Source: an optimization exercise on an open RTL-to-GDS flow (aim: small area and few clock cycles). Production flows keep margins and buffers that such runs may drop.
Function was checked by simulation only, so behaviour that the tests miss may differ from the original.
Power is estimated from default activity; no workload was simulated.

File: run.sh
#!/bin/bash
# synth_recipe.tcl (not shown) runs the flow's synth.tcl, then flattens the netlist and writes it again
# the make line also repeats each setting of config.mk as NAME=value (left out here)
make -C /OpenROAD-flow-scripts/flow DESIGN_CONFIG=/design/flow/config.mk WORK_HOME=/design/flow/orfs CLKGATE_MAP_FILE= SYNTH_SCRIPT=/design/flow/synth_recipe.tcl finish
File: config.mk
export PLATFORM = sky130hd
export DESIGN_NAME = dmem
export DESIGN_NICKNAME = dmem
export VERILOG_FILES = /design/flow/design.v
export SDC_FILE = /design/flow/constraint.sdc
export NUM_CORES = 4
export LEC_CHECK = 0
export CAP_MARGIN = 20
export CORE_MARGIN = 2
export CORE_UTILIZATION = 40
export SLEW_MARGIN = 20
File: constraint.sdc
create_clock -name core_clock -period 10.0 [get_ports {clock}]
set_input_delay 2.0000 -clock core_clock [delete_from_list [all_inputs] [get_ports {clock}]]
set_output_delay 2.0000 -clock core_clock [all_outputs]
set_load 0.01 [all_outputs]
File: design.v
`default_nettype none
package dmem_pkg;
    localparam int rob_w       = 5;
    localparam int prf_w       = 6;
    localparam int cache_lines = 32;  
    localparam logic [1:0] bus_none  = 2'h0;
    localparam logic [1:0] bus_load  = 2'h1;  
    localparam logic [1:0] bus_store = 2'h2;
    localparam logic [1:0] size_byte   = 2'h0;
    localparam logic [1:0] size_half   = 2'h1;
    localparam logic [1:0] size_word   = 2'h2;
    localparam logic [1:0] size_double = 2'h3;
    typedef union packed {
        logic [15:0] word;
        struct packed {
            logic [7:0] tag;
            logic [4:0] index;
            logic [2:0] offset;
        } fields;
    } dmem_addr_t;
    function automatic logic [31:0] load_align(
        input logic [63:0] blk,
        input logic [2:0]  offset,
        input logic [1:0]  size
    );
        logic [63:0] sh;
        sh = blk >> {offset, 3'b000};
        case (size)
            size_byte: load_align = {24'h0, sh[7:0]};
            size_half: load_align = {16'h0, sh[15:0]};
            default:   load_align = sh[31:0];  
        endcase
    endfunction
endpackage
`default_nettype wire
`timescale 1ns/1ps
`default_nettype none
module lsq #(
    parameter int lsq_size = 8
) (
    input  logic                               clock,
    input  logic                               reset,
    input  logic                               except,
    input  logic                               ld_en,
    input  logic [1:0]                         ld_size,
    input  logic [dmem_pkg::rob_w-1:0]         ld_rob_idx,
    input  logic [dmem_pkg::prf_w-1:0]         ld_prf_idx,
    input  logic                               st_en,
    input  logic [1:0]                         st_size,
    input  logic [31:0]                        st_data,
    input  logic [dmem_pkg::rob_w-1:0]         st_rob_idx,
    input  logic                               commit,
    input  logic                               alu_is_valid,
    input  logic [dmem_pkg::rob_w-1:0]         alu_rob_idx,
    input  logic [31:0]                        alu_data,
    input  logic                               rd_hit,
    input  logic [31:0]                        rd_data,
    input  logic                               mem_done,
    input  logic [63:0]                        mem_data,
    input  logic                               st_ack,
    output logic [$clog2(lsq_size):0]          lsq_num_free,
    output logic                               rd_en,
    output logic [15:0]                        rd_addr,
    output logic [1:0]                         rd_size,
    output logic                               wr_en,
    output logic [15:0]                        wr_addr,
    output logic [1:0]                         wr_size,
    output logic [31:0]                        wr_data,
    output logic                               cdb_valid_out,
    output logic [31:0]                        cdb_data_out,
    output logic [dmem_pkg::prf_w-1:0]         cdb_prf_idx_out,
    output logic [dmem_pkg::rob_w-1:0]         cdb_rob_idx_out
);
    localparam int ptr_w = $clog2(lsq_size);
    localparam int cnt_w = ptr_w + 1;
    logic                         is_load [lsq_size];
    logic [1:0]                   size    [lsq_size];
    logic [dmem_pkg::rob_w-1:0]   rob_idx [lsq_size];
    logic [dmem_pkg::prf_w-1:0]   prf_idx [lsq_size];
    logic [15:0]                  addr    [lsq_size];  
    logic [31:0]                  data    [lsq_size];
    logic [lsq_size-1:0]          addr_valid;
    logic [lsq_size-1:0]          waiting;  
    logic [ptr_w-1:0] head;
    logic [ptr_w-1:0] tail;
    logic [cnt_w-1:0] credits;
    logic             empty;
    logic             head_ready;
    logic             push;
    logic             pop_hit;
    logic             pop_mem;
    logic             pop_st;
    logic             pop;
    logic [31:0]      load_result;
    assign empty      = lsq_num_free == cnt_w'(lsq_size);
    assign head_ready = !empty && addr_valid[head];
    assign push       = ld_en || st_en;
    assign rd_en   = head_ready && is_load[head];
    assign rd_addr = addr[head];
    assign rd_size = size[head];
    assign wr_en   = head_ready && !is_load[head] && credits != '0;
    assign wr_addr = addr[head];
    assign wr_size = size[head];
    assign wr_data = data[head];
    assign pop_hit = rd_en && rd_hit;
    assign pop_mem = rd_en && waiting[head] && mem_done;
    assign pop_st  = wr_en && st_ack;
    assign pop     = pop_hit || pop_mem || pop_st;
    assign load_result = pop_hit ? rd_data :
        dmem_pkg::load_align(mem_data, addr[head][2:0], size[head]);
    always_ff @(posedge clock) begin
        if (reset || except) begin
            head          <= '0;
            tail          <= '0;
            lsq_num_free  <= cnt_w'(lsq_size);
            credits       <= '0;
            cdb_valid_out <= 1'b0;
        end else begin
            if (push) begin
                tail <= tail + 1'b1;
            end
            if (pop) begin
                head <= head + 1'b1;
            end
            lsq_num_free  <= lsq_num_free - cnt_w'(push) + cnt_w'(pop);
            credits       <= credits + cnt_w'(commit) - cnt_w'(pop_st);
            cdb_valid_out <= pop_hit || pop_mem;
        end
    end
    always_ff @(posedge clock) begin
        if (reset) begin
            addr_valid <= '0;
            waiting    <= '0;
        end else begin
            for (int i = 0; i < lsq_size; i++) begin
                if (alu_is_valid && rob_idx[i] == alu_rob_idx) begin
                    addr_valid[i] <= 1'b1;
                end
            end
            if (rd_en && !rd_hit) begin
                waiting[head] <= 1'b1;
            end
            if (push) begin  
                addr_valid[tail] <= 1'b0;
                waiting[tail]    <= 1'b0;
            end
        end
    end
    always_ff @(posedge clock) begin
        for (int i = 0; i < lsq_size; i++) begin
            if (alu_is_valid && rob_idx[i] == alu_rob_idx) begin
                addr[i] <= alu_data[15:0];
            end
        end
        if (push) begin
            is_load[tail] <= ld_en;
            size[tail]    <= ld_en ? ld_size : st_size;
            rob_idx[tail] <= ld_en ? ld_rob_idx : st_rob_idx;
            prf_idx[tail] <= ld_prf_idx;
            data[tail]    <= st_data;
        end
    end
    always_ff @(posedge clock) begin
        if (pop_hit || pop_mem) begin
            cdb_data_out    <= load_result;
            cdb_prf_idx_out <= prf_idx[head];
            cdb_rob_idx_out <= rob_idx[head];
        end
    end
endmodule
`default_nettype wire
`timescale 1ns/1ps
`default_nettype none
module dcache (
    input  logic        clock,
    input  logic        reset,
    input  logic        rd_en,
    input  logic [15:0] rd_addr,
    input  logic [1:0]  rd_size,
    input  logic        wr_en,
    input  logic [15:0] wr_addr,
    input  logic [1:0]  wr_size,
    input  logic [31:0] wr_data,
    input  logic        fill_en,
    input  logic [15:0] fill_addr,
    input  logic [63:0] fill_data,
    input  logic        st_ack,
    output logic        rd_hit,
    output logic [31:0] rd_data,
    output logic        miss_req,
    output logic [15:0] miss_addr,
    output logic        st_req,
    output logic [15:0] st_addr,
    output logic [1:0]  st_size,
    output logic [31:0] st_data
);
    logic [dmem_pkg::cache_lines-1:0] line_valid;
    logic [7:0]                       line_tag  [dmem_pkg::cache_lines];
    logic [63:0]                      line_data [dmem_pkg::cache_lines];
    dmem_pkg::dmem_addr_t rd_view;
    dmem_pkg::dmem_addr_t wr_view;
    dmem_pkg::dmem_addr_t fill_view;
    logic                 lookup_hit;
    logic                 wr_hit;
    logic [63:0]          size_mask;
    logic [63:0]          wr_mask;
    logic [63:0]          wr_shift;
    logic [63:0]          merged;
    assign rd_view   = rd_addr;
    assign wr_view   = wr_addr;
    assign fill_view = fill_addr;
    assign lookup_hit = line_valid[rd_view.fields.index]
        && line_tag[rd_view.fields.index] == rd_view.fields.tag;
    assign rd_hit  = rd_en && lookup_hit;
    assign rd_data = dmem_pkg::load_align(line_data[rd_view.fields.index],
                                          rd_view.fields.offset, rd_size);
    assign miss_req  = rd_en && !lookup_hit;
    assign miss_addr = {rd_view.fields.tag, rd_view.fields.index, 3'b000};
    assign st_req  = wr_en;
    assign st_addr = wr_addr;
    assign st_size = wr_size;
    assign st_data = wr_data;
    assign wr_hit  = wr_en && line_valid[wr_view.fields.index]
        && line_tag[wr_view.fields.index] == wr_view.fields.tag;
    always_comb begin
        case (wr_size)
            dmem_pkg::size_byte: size_mask = 64'h0000_0000_0000_00ff;
            dmem_pkg::size_half: size_mask = 64'h0000_0000_0000_ffff;
            dmem_pkg::size_word: size_mask = 64'h0000_0000_ffff_ffff;
            default:             size_mask = '1;
        endcase
        wr_mask  = size_mask << {wr_view.fields.offset, 3'b000};
        wr_shift = {32'h0, wr_data} << {wr_view.fields.offset, 3'b000};
        merged   = (line_data[wr_view.fields.index] & ~wr_mask) | (wr_shift & wr_mask);
    end
    always_ff @(posedge clock) begin
        if (reset) begin
            line_valid <= '0;
        end else if (fill_en) begin
            line_valid[fill_view.fields.index] <= 1'b1;
        end
    end
    always_ff @(posedge clock) begin
        if (fill_en) begin
            line_tag[fill_view.fields.index]  <= fill_view.fields.tag;
            line_data[fill_view.fields.index] <= fill_data;
        end else if (wr_hit && st_ack) begin
            line_data[wr_view.fields.index] <= merged;  
        end
    end
endmodule
`default_nettype wire
`timescale 1ns/1ps
`default_nettype none
module dcache_ctrl (
    input  logic        clock,
    input  logic        reset,
    input  logic        miss_req,
    input  logic [15:0] miss_addr,
    input  logic        st_req,
    input  logic [15:0] st_addr,
    input  logic [1:0]  st_size,
    input  logic [31:0] st_data,
    input  logic [3:0]  mem2proc_response,
    input  logic [63:0] mem2proc_data,
    input  logic [3:0]  mem2proc_tag,
    output logic [1:0]  dmem_command,
    output logic [15:0] dmem_addr,
    output logic [1:0]  dmem_size,
    output logic [63:0] dmem_data,
    output logic        fill_en,
    output logic [15:0] fill_addr,
    output logic [63:0] fill_data,
    output logic        mem_done,
    output logic [63:0] mem_data,
    output logic        st_ack
);
    localparam logic [1:0] st_idle = 2'h0;
    localparam logic [1:0] st_req_out = 2'h1;  
    localparam logic [1:0] st_wait = 2'h2;     
    logic [1:0]           state;
    logic [1:0]           cmd_q;
    dmem_pkg::dmem_addr_t addr_q;
    dmem_pkg::dmem_addr_t miss_view;
    logic [1:0]           size_q;
    logic [63:0]          data_q;
    logic [3:0]           tag_q;
    logic                 accepted;
    logic                 tag_hit;
    assign miss_view = miss_addr;
    assign dmem_command = (state == st_req_out) ? cmd_q : dmem_pkg::bus_none;
    assign dmem_addr    = addr_q.word;
    assign dmem_size    = size_q;
    assign dmem_data    = data_q;
    assign accepted = state == st_req_out && mem2proc_response != 4'h0;
    assign st_ack   = accepted && cmd_q == dmem_pkg::bus_store;
    assign tag_hit  = state == st_wait && mem2proc_tag != 4'h0 && mem2proc_tag == tag_q;
    assign fill_en   = tag_hit;
    assign fill_addr = addr_q.word;
    assign fill_data = mem2proc_data;
    assign mem_done = tag_hit && miss_req
        && miss_view.fields.tag == addr_q.fields.tag
        && miss_view.fields.index == addr_q.fields.index;
    assign mem_data = mem2proc_data;
    always_ff @(posedge clock) begin
        if (reset) begin
            state <= st_idle;
        end else begin
            case (state)
                st_idle: begin
                    if (miss_req || st_req) begin
                        state <= st_req_out;
                    end
                end
                st_req_out: begin
                    if (accepted) begin
                        state <= (cmd_q == dmem_pkg::bus_load) ? st_wait : st_idle;
                    end
                end
                st_wait: begin
                    if (tag_hit) begin
                        state <= st_idle;
                    end
                end
                default: state <= st_idle;
            endcase
        end
    end
    always_ff @(posedge clock) begin
        if (state == st_idle) begin
            if (miss_req) begin
                cmd_q  <= dmem_pkg::bus_load;
                addr_q <= miss_addr;
                size_q <= dmem_pkg::size_double;
            end else if (st_req) begin
                cmd_q  <= dmem_pkg::bus_store;
                addr_q <= st_addr;
                size_q <= st_size;
                data_q <= {32'h0, st_data};
            end
        end
        if (accepted) begin
            tag_q <= mem2proc_response;
        end
    end
endmodule
`default_nettype wire
`timescale 1ns/1ps
`default_nettype none
module dmem #(
    parameter int lsq_size = 8
) (
    input  logic                               clock,
    input  logic                               reset,
    input  logic                               except,
    input  logic                               ld_en,
    input  logic [1:0]                         ld_size,
    input  logic [dmem_pkg::rob_w-1:0]         ld_rob_idx,
    input  logic [dmem_pkg::prf_w-1:0]         ld_prf_idx,
    input  logic                               st_en,
    input  logic [1:0]                         st_size,
    input  logic [31:0]                        st_data,
    input  logic [dmem_pkg::rob_w-1:0]         st_rob_idx,
    input  logic                               commit,
    input  logic                               alu_is_valid,
    input  logic [dmem_pkg::rob_w-1:0]         alu_rob_idx,
    input  logic [31:0]                        alu_data,
    input  logic [3:0]                         mem2proc_response,  
    input  logic [63:0]                        mem2proc_data,
    input  logic [3:0]                         mem2proc_tag,
    output logic [$clog2(lsq_size):0]          lsq_num_free,
    output logic                               cdb_valid_out,
    output logic [31:0]                        cdb_data_out,
    output logic [dmem_pkg::prf_w-1:0]         cdb_prf_idx_out,
    output logic [dmem_pkg::rob_w-1:0]         cdb_rob_idx_out,
    output logic [1:0]                         dmem_command,
    output logic [15:0]                        dmem_addr,
    output logic [1:0]                         dmem_size,
    output logic [63:0]                        dmem_data
);
    logic        rd_en;
    logic [15:0] rd_addr;
    logic [1:0]  rd_size;
    logic        rd_hit;
    logic [31:0] rd_data;
    logic        wr_en;
    logic [15:0] wr_addr;
    logic [1:0]  wr_size;
    logic [31:0] wr_data;
    logic        miss_req;
    logic [15:0] miss_addr;
    logic        st_req;
    logic [15:0] st_addr;
    logic [1:0]  st_req_size;
    logic [31:0] st_req_data;
    logic        fill_en;
    logic [15:0] fill_addr;
    logic [63:0] fill_data;
    logic        mem_done;
    logic [63:0] mem_data;
    logic        st_ack;
    lsq #(
        .lsq_size(lsq_size)
    ) lsq_inst (
        .clock, .reset, .except,
        .ld_en, .ld_size, .ld_rob_idx, .ld_prf_idx,
        .st_en, .st_size, .st_data, .st_rob_idx,
        .commit,
        .alu_is_valid, .alu_rob_idx, .alu_data,
        .rd_hit, .rd_data,
        .mem_done, .mem_data, .st_ack,
        .lsq_num_free,
        .rd_en, .rd_addr, .rd_size,
        .wr_en, .wr_addr, .wr_size, .wr_data,
        .cdb_valid_out, .cdb_data_out, .cdb_prf_idx_out, .cdb_rob_idx_out
    );
    dcache dcache_inst (
        .clock, .reset,
        .rd_en, .rd_addr, .rd_size,
        .wr_en, .wr_addr, .wr_size, .wr_data,
        .fill_en, .fill_addr, .fill_data,
        .st_ack,
        .rd_hit, .rd_data,
        .miss_req, .miss_addr,
        .st_req, .st_addr,
        .st_size(st_req_size),
        .st_data(st_req_data)
    );
    dcache_ctrl dcache_ctrl_inst (
        .clock, .reset,
        .miss_req, .miss_addr,
        .st_req, .st_addr,
        .st_size(st_req_size),
        .st_data(st_req_data),
        .mem2proc_response, .mem2proc_data, .mem2proc_tag,
        .dmem_command, .dmem_addr, .dmem_size, .dmem_data,
        .fill_en, .fill_addr, .fill_data,
        .mem_done, .mem_data, .st_ack
    );
endmodule
`default_nettype wire
==> results.json <==
{
  "fmax_mhz": 118,
  "p_per_area_nw_per_um2": 184,
  "vias": 78744,
  "cts_setup_buffers": 0,
  "ios": 300,
  "cp.required_ns": 10.57,
  "yosys_warnings": 4,
  "drt-pass1-iter-count": 9,
  "grt_util_all_layers_pct": 25.9,
  "nets": 8892,
  "rsz0062_at_grt": "no",
  "grt_first_pass_wirelength_mm": 571,
  "fin_setup_tns_ns": 0,
  "async_reset_ff_share_pct": 0,
  "maxCapViolCount": 0,
  "final_common_cell": "edfxtp_1",
  "post_synth.cell_area_avg_sq_um": 14.7,
  "hold_violations": 0,
  "skew_ns": 0.101,
  "cp.arrival_ns": 9.03,
  "hpwl_mm": 244,
  "setup_viol": 0,
  "die_h_microns": 556,
  "period_minus_slack_ns": 8.46,
  "clk_latency_ns": 0.97,
  "worstPathMaxFanout": 127,
  "gp_congestion": 0.904,
  "syn2layout_area_growth_pct": 16.3,
  "synth_cell_types": 95,
  "htreeDepth": 5,
  "port_buffers": 251,
  "synthCells": 8311,
  "antenna_found_initial": 39,
  "drive_above_1_share_pct": 13.3,
  "wl_per_cell_microns": 31.5,
  "cts_resized": 0,
  "viasPerCell": 6.08,
  "tightest_slew_ns": 1.21,
  "mostFrequentLayoutCells": "2,899 x edfxtp_1, 1,431 x nand2_1, 482 x nand3_1",
  "yosysSeqAreaShare_pct": 72.6,
  "power_leakage_uw": 0.0473,
  "slew_headroom_pct": 17.2,
  "synth_area_sq_um": 122000,
  "cts_root_buf": "clkbuf_16",
  "grt_max_degree": 147,
  "drtIter0Drc": 10639,
  "cp-end-kind": "flip-flop",
  "whs_ns": 0.466,
  "die_area_sq_um": 309000,
  "die_w_microns": 556,
  "clkTransAtPathRegs_ns": 0.06,
  "grt_pass1_vias": 74734,
  "cts_num_sinks": 2967,
  "routed_wirelength_mm": 407,
  "synth-edff-count": 2899,
  "std_cell_rows": 202,
  "cts_hold_repair.buffers": 0,
  "synth-main-ff-cell": "edfxtp_1",
  "fin_crit_sh_pct": 84.6,
  "cts_buffers": 324,
  "ant_nets": 0,
  "worst_setup_path_start_kind": "flip-flop",
  "slew_viol_final": 0,
  "drc": 0,
  "path_class": "flip-flop to flip-flop",
  "min-delay-path-class": "flip-flop to flip-flop",
  "overflow": 0,
  "initial_core_util_pct": 40.2,
  "clockBufferDepth": 4,
  "cts_tree": "built",
  "outcome": "complete, no violations",
  "ir_worst_vdd_mv": 0.188,
  "fp.coreArea_sq_um": 303000,
  "synth-seq-cells": 2967
}
[metrics by stage]
stage | worst slack (ns) | std cells | util [%] | instance area [sq um] | total power (uW)
finish | 1.54 | 12942 | 46.7 | 142000 | 26100
global route | 1.23 | 12930 | 46.7 | 142000 | 26700
CTS | 1.50 | 12916 | 46.7 | 142000 | 26200
detailed placement | 1.58 | 12347 | 43.4 | 131000 | 14800
global placement | 1.50 | 12345 | 43.3 | 131000 | 14800
floorplan | -1.05 | 8342 | - | 122000 | 14300
[layer usage]
metal / wire (microns) / part of all wire, % / track usage (%) / vias to the layer above
li1: - / - / - / 32796
met1: 158000 / 39 / 34.9 / 40518
met4: 19000 / 4.7 / 11.1 / 28
met3: 41200 / 10 / 5.01 / 873
met2: 189000 / 46 / 40.8 / 4529
met5: 177 / 0.043 / 0 / -
[worst paths after layout]
path | from | to | slack, ns | cells past startpoint
min | lsq_inst.addr_valid[2] | lsq_inst.addr_valid[2] | 0.47 | 1
max | lsq_inst.head[0] | dcache_inst.line_data[7][48] | 1.54 | 16
max reg2reg | lsq_inst.head[0] | dcache_inst.line_data[7][48] | 1.54 | 16
min reg2reg | lsq_inst.addr_valid[2] | lsq_inst.addr_valid[2] | 0.47 | 1
[worst max-delay path, cell delays in order (launching register included)]
cell,delay (ns)
dfxtp_2,0.45
inv_1,0.15
ha_1,0.53
or4_1,0.87
o21ai_4,0.62
o21ai_4,0.17
inv_8,0.65
nand2_1,0.10
and3_1,0.20
a2111oi_0,0.78
o32ai_1,0.17
xor2_1,0.17
o2111ai_1,0.46
or4_4,0.89
buf_4,0.33
o32ai_4,0.99
buf_12,0.34
[layout make-up]
cell class,count,area [sq um]
Fill cell,25884,161000
Sequential cell,2967,88400
Multi-Input combinational cell,4716,31500
Clock buffer,405,8600
Timing Repair Buffer,613,6250
Tap cell,3978,4980
Clock inverter,164,1530
Inverter,74,308
Antenna cell,25,62.6
[state kept, by name (all words and copies together), names as in the netlist, 5 cells and up, named ones only]
register,cells
dcache_inst.line_valid,32
lsq_inst.cdb_prf_idx_out,6
lsq_inst.addr_valid,8
lsq_inst.cdb_rob_idx_out,5
lsq_inst.prf_idx,48
lsq_inst.size,16
lsq_inst.rob_idx,40
lsq_inst.data,256
lsq_inst.cdb_data_out,32
lsq_inst.addr,128
lsq_inst.waiting,8
lsq_inst.is_load,8
dcache_inst.line_data,2048
dcache_ctrl_inst.data_q,32
dcache_inst.line_tag,256
dcache_ctrl_inst.addr_q,16
[cells by family (layout without fill, tap and decap cells)]
group | count (synthesis) | count (layout) | synth area share [%]
and+or+nand+nor | 2462 | 2462 | 8.68
xor gates and xnor gates | 71 | 71 | 0.510
buffers and inverters | 659 | 1256 | 2.52
DFF | 2967 | 2967 | 72.6
other | 1 | 57 | 0.00308
muxes | 678 | 678 | 7.45
AOI/OAI and AO/OA | 1445 | 1445 | 7.95
adders and majority gates | 28 | 28 | 0.300
[Yosys cell counts, drive strengths merged, types with 32 or more instances]
cell type	n	area (sq um)
inv	71	267
buf	354	1930
nand4	39	244
a21o	35	263
dfxtp	68	1360
a221oi	70	613
and3	61	382
xor2	46	403
o22ai	97	607
o211a	34	340
mux4	176	3960
a21oi	429	2150
edfxtp	2899	87100
o211ai	32	240
nand3	482	2410
nor3	49	250
clkbuf	231	867
mux2i	430	4300
nor2	269	1030
nand2	1437	5390
o21ai	156	796
a22oi	100	751
nor4	33	213
a31oi	101	632
o221ai	34	298
a211oi	123	923
mux2	72	811
[where the power goes]
| part | switching, uW | internal [uW] |
|---|---|---|
| logic | 617 | 244 |
| registers | 11.1 | 13700 |
| clock network | 4790 | 6780 |
Testbench counts, summed over its fixed seeds: cycles 101,399.

==> port drivers added, routing unchanged <==
In the flow no input, the clock included, has a driving cell. The finished layout below was timed again as built, in two steps. Step 1 sets driving cells, clkbuf_16 on the clock port and buf_2 on the other inputs (assumed; they add their load-dependent delay and slew). Step 2 also shifts input and output timing later by t, the mid clock arrival at the registers, as if the neighbouring blocks saw the same clock. Three values: ideal, step 1, step 2; two values: the first two.
t, ns: 1.037
setup WS [ns]: 1.544 / 1.544 / 1.544
hold slack, ns: 0.466 / 0.466 / 0.466
After both steps setup and hold are still met in this run. The setup slack of this run moves by 0.000 ns with the drivers and by 0.000 ns with both steps.
